Source: an optimization exercise on an open RTL-to-GDS flow (aim: small area and a short achievable clock period). Production flows keep margins and buffers that such runs may drop. RTL that was checked went through simulation tests only; none was proved equivalent to the original. Power figures rest on the tool's default switching activity, not on a simulated workload.

Design data_ram_bytelane, start of the top module:
module data_ram_bytelane #(
    parameter int DATA_BUS_WIDTH    = data_ram_bytelane_pkg::DEFAULT_DATA_BUS_WIDTH,
    parameter int ADDRESS_BUS_WIDTH = data_ram_bytelane_pkg::DEFAULT_ADDRESS_BUS_WIDTH,
    parameter int NUM_BYTES         = 64
) (
    input  logic                          clk,
    input  logic                          rst_n,
    input  logic                          clear_req,
    input  logic                          req_valid,
    output logic                          req_ready,
    input  logic                          read_not_write,
    input  logic [ADDRESS_BUS_WIDTH-1:0]  address,
    input  logic [DATA_BUS_WIDTH/8-1:0]   byte_en,
    input  logic [DATA_BUS_WIDTH-1:0]     write_data,
    output logic                          rsp_valid,
    output logic                          rsp_err,
    output logic [DATA_BUS_WIDTH-1:0]     read_data,
    output logic                          busy
);
    localparam int IDX_W = data_ram_bytelane_pkg::clog2(NUM_BYTES);
    localparam int HALF  = NUM_BYTES / 2;
    logic        r_busy;
    logic        r_ready;
    logic        r_rsp_valid;
    logic        r_rsp_err;
    logic [15:0] r_rd_data;
    logic        w_err;
    logic        w_accept;
    logic        w_a0;
    logic [HALF-1:0] w_en_e;
    logic [HALF-1:0] w_en_o;
    logic [7:0]  w_wd_e;
    logic [7:0]  w_wd_o;
    logic [8*HALF-1:0] w_bytes_e;
    logic [8*HALF-1:0] w_bytes_o;
    logic [7:0]  w_mem_o;
    logic [7:0]  w_mem_e;
    logic [3:0]  w_l0_o;
    logic [3:0]  w_l0_e;
    logic [3:0]  w_l1_o;
    logic [3:0]  w_l1_e;
    logic        w_hold;
    logic [31:0] w_grp_o;
    logic [31:0] w_grp_e;
    logic [15:0] w_rd_next;
    always_comb begin
        w_err    = (address[ADDRESS_BUS_WIDTH-1:IDX_W] != '0) || (&address[IDX_W-1:0]);
        w_accept = req_valid && r_ready && !clear_req;
        w_a0     = address[0];
        w_wd_e   = r_busy ? 8'h00 : (w_a0 ? write_data[15:8] : write_data[7:0]);
  ...
Settings: LEC_CHECK=0, CAP_MARGIN=20, CORE_MARGIN=2, CORE_UTILIZATION=50, SETUP_SLACK_MARGIN=2.0, SLEW_MARGIN=20, SYNTH_HIERARCHICAL=1; clock period 4.0 ns.
run.sh (not shown) runs the stock make flow with config.mk's settings and CLKGATE_MAP_FILE= SYNTH_SCRIPT=/design/flow/synth_recipe.tcl, a recipe that flattens the netlist after the stock synthesis.
The first run went through all stages and came out clean.
Edit:
--- a/flow/config.mk
+++ b/flow/config.mk
@@ -10,2 +10,5 @@
-export CORE_UTILIZATION = 50
-export SETUP_SLACK_MARGIN = 2.0
+export CORE_UTILIZATION = 60
+export CTS_CLUSTER_DIAMETER = 100
+export CTS_CLUSTER_SIZE = 20
+export PLACE_DENSITY = 0.75
+export SETUP_SLACK_MARGIN = 1.5
Outcome: The new run finished clean; clock skew drops by 0.0077 ns; synthesized cell count is unchanged; fmax drops by a few percent; synthesized area is unchanged; combinational power drops by a quarter to a third; power drops by about a fifth; non-clock buffer count drops by 119; via count drops by a few percent; cell area drops by about a fifth; count of clock-buffer cells in the layout drops by 17; clock power drops by a quarter to a third.
Edit:
--- a/flow/config.mk
+++ b/flow/config.mk
@@ -14 +14 @@
-export SETUP_SLACK_MARGIN = 1.5
+export SETUP_SLACK_MARGIN = 1.3
=>
- The new run completed with no timing, DRC or antenna violations
- first-iteration DRC count rises by 17%
- total power rises by 0.89%
- cell area rose by 1.8%
- hold slack got worse by 0.0094 ns
Edit:
--- a/flow/config.mk
+++ b/flow/config.mk
@@ -10 +10 @@
-export CORE_UTILIZATION = 60
+export CORE_UTILIZATION = 50
@@ -13,2 +13,2 @@
-export PLACE_DENSITY = 0.75
-export SETUP_SLACK_MARGIN = 1.3
+export PLACE_DENSITY = 0.8
+export SETUP_SLACK_MARGIN = 1.5
The changed run produced a clean layout.
Clock-buffer cell count does not change.
Core utilization goes down by 11 points.
Sequential share of layout area fell by 0.25 points.
Power falls by 0.41%.
Design area came out higher by 0.39%.
Area after synthesis stays the same.
Fmax came out higher by 4.9%.
Die area is higher by 20%.


== old ==
data_ram_bytelane, a different RTL version from the one above (not shown whole).
For scale: roughly 1,300 cells after synthesis, roughly 530 flip-flops, ~59 I/O pins.
==> flow/config.mk <==
export PLATFORM = sky130hd
export DESIGN_NAME = data_ram_bytelane
export DESIGN_NICKNAME = data_ram_bytelane
export VERILOG_FILES = /design/flow/design.v
export SDC_FILE = /design/flow/constraint.sdc
export NUM_CORES = 4
export LEC_CHECK = 0
export CAP_MARGIN = 20
export CORE_MARGIN = 2
export CORE_UTILIZATION = 50
export SETUP_SLACK_MARGIN = 1.5
export SLEW_MARGIN = 20
export SYNTH_HIERARCHICAL = 1
==> flow/constraint.sdc <==
create_clock -name core_clock -period 4.0 [get_ports {clk}]
set_input_delay 0.8000 -clock core_clock [delete_from_list [all_inputs] [get_ports {clk}]]
set_output_delay 0.8000 -clock core_clock [all_outputs]
set_load 0.01 [all_outputs]
Here is what was changed in the inputs of new compared with old.
Settings: CTS_BUF_LIST newly set to sky130_fd_sc_hd__clkbuf_4 sky130_fd_sc_hd__clkbuf_8.
## What came out
- new: met2 usage in global routing 0.72 points above old
- Per the comparison of new with old, combinational fraction of design power went up, wire length moved down, leakage power of the design decreased 0.39%.
- Number of clock buffers inserted by TritonCTS (old / new): 0.60
- new — count of buffer and inverter cells on the critical path 1 higher, old as reference
- Final-layout fill cell count, new vs old: up by a few percent
- Delta(hold slack, new - old) < 0
- On overall power, new does better than old.
- Side by side, design area turned out lower in new than in old.
- Per the final summary, new finished and its layout is clean on timing, DRC and antenna.
- On maximum achievable frequency, old and new are neck and neck.
Function was not checked in any run of this note: the RTL went through the layout flow alone.


== try-ember ==
RTL: one of the versions met above, not the one the previous note started from.
For scale: roughly 59 I/O pins.
clock: 4.0 ns
lec_check: 0
cap_margin: 20
core_margin: 2
core_utilization: 60
cts_cluster_diameter: 100
cts_cluster_size: 20
place_density: 0.75
setup_slack_margin: 1.7
slew_margin: 20
synth_hierarchical: 1
try-ember: all stages complete, timing, DRC and antenna checks passed
Modified inputs, try-garnet compared to try-ember
Settings: CTS_CLUSTER_SIZE changed from 20 to 30; CORE_UTILIZATION changed from 60 to 50; PLACE_DENSITY removed (was 0.75); SETUP_SLACK_MARGIN changed from 1.7 to 1.5.
Findings:
- Diff try-ember -> try-garnet: total routed wire length on the met1 layer has increased; final worst slack has decreased; initial antenna violation count has decreased; depth of the critical timing path with buffers and inverters included has increased; final critical-path required period has increased.
- try-ember has a lower relative contribution of combinational cells to total power than try-garnet.
- Going from try-ember to try-garnet, the register-to-register slack was found to have gone up by 20 ps.
Relative to try-garnet, the following input files were edited for try-quartz:
Settings: PLACE_DENSITY now 0.85, previously not set; CORE_UTILIZATION now 60, was 50; CTS_CLUSTER_SIZE now 20, was 30.
Results
try-quartz reached the end of the flow, and the finished layout is clean on the timing, design-rule and antenna checks. First-pass detailed-route iteration total, try-garnet and try-quartz, higher one = try-quartz. Core utilization of the finished layout, try-garnet and try-quartz: larger value in try-quartz. Re worst supply voltage drop on vdd: try-garnet and try-quartz aren't equal, and the lower value belongs to try-garnet. Relative to try-garnet, the static power due to leakage of try-quartz is lower by 1.0%. Changes observed in try-quartz relative to try-garnet: number of antenna violations at the first check in global routing shows an increase of 1; worst path setup slack after routing shows a reduction of 16 ps; final total power shows an increase of 0.00046 W. From try-garnet to try-quartz the numbers moved as follows: synthesized cell area level, later-pin clock latency in the skew report level, routed wire length decreased by 5.9% relative to the old numbers, initial core utilization went up.

re-timing with driven ports:
No port has a modelled driver above. Below, the same layouts with a new extraction and two added sets of constraints. Step 1, drivers: a clkbuf_16 drives clk and a buf_2 each remaining input, both assumed. Step 2, shift: input delay + t, output delay - t, t = (earliest + latest rising clock arrival at the registers) / 2. This alone moves slack from input paths to output paths. Three values: ideal, step 1, step 2; two values: the first two.
| run | t, ns | setup slack, ns | slew at the worst register clock pin (ns) |
|---|---|---|---|
| the first run of note 1 | 0.635 | 1.571 / 1.578 / 0.943 | 0.07 / 0.07 |
| the second run of note 1 | 0.629 | 1.498 / 1.507 / 0.891 | 0.09 / 0.09 |
| the third run of note 1 | 0.636 | 1.327 / 1.358 / 0.722 | 0.09 / 0.09 |
| the fourth run of note 1 | 0.641 | 1.453 / 1.446 / 0.805 | 0.09 / 0.09 |
| old | 0.637 | 1.471 / 1.494 / 0.856 | 0.06 / 0.06 |
| new | 0.674 | 1.471 / 1.474 / 0.822 | 0.06 / 0.06 |
| try-ember | 0.643 | 1.548 / 1.559 / 0.916 | 0.09 / 0.09 |
| try-garnet | 0.617 | 1.446 / 1.467 / 0.850 | 0.12 / 0.12 |
| try-quartz | 0.631 | 1.430 / 1.449 / 0.818 | 0.09 / 0.09 |
After both steps setup and hold are still met in every run listed. For new, which loses most, drivers alone change the setup slack by +0.003 ns; drivers and shift together by -0.649 ns.
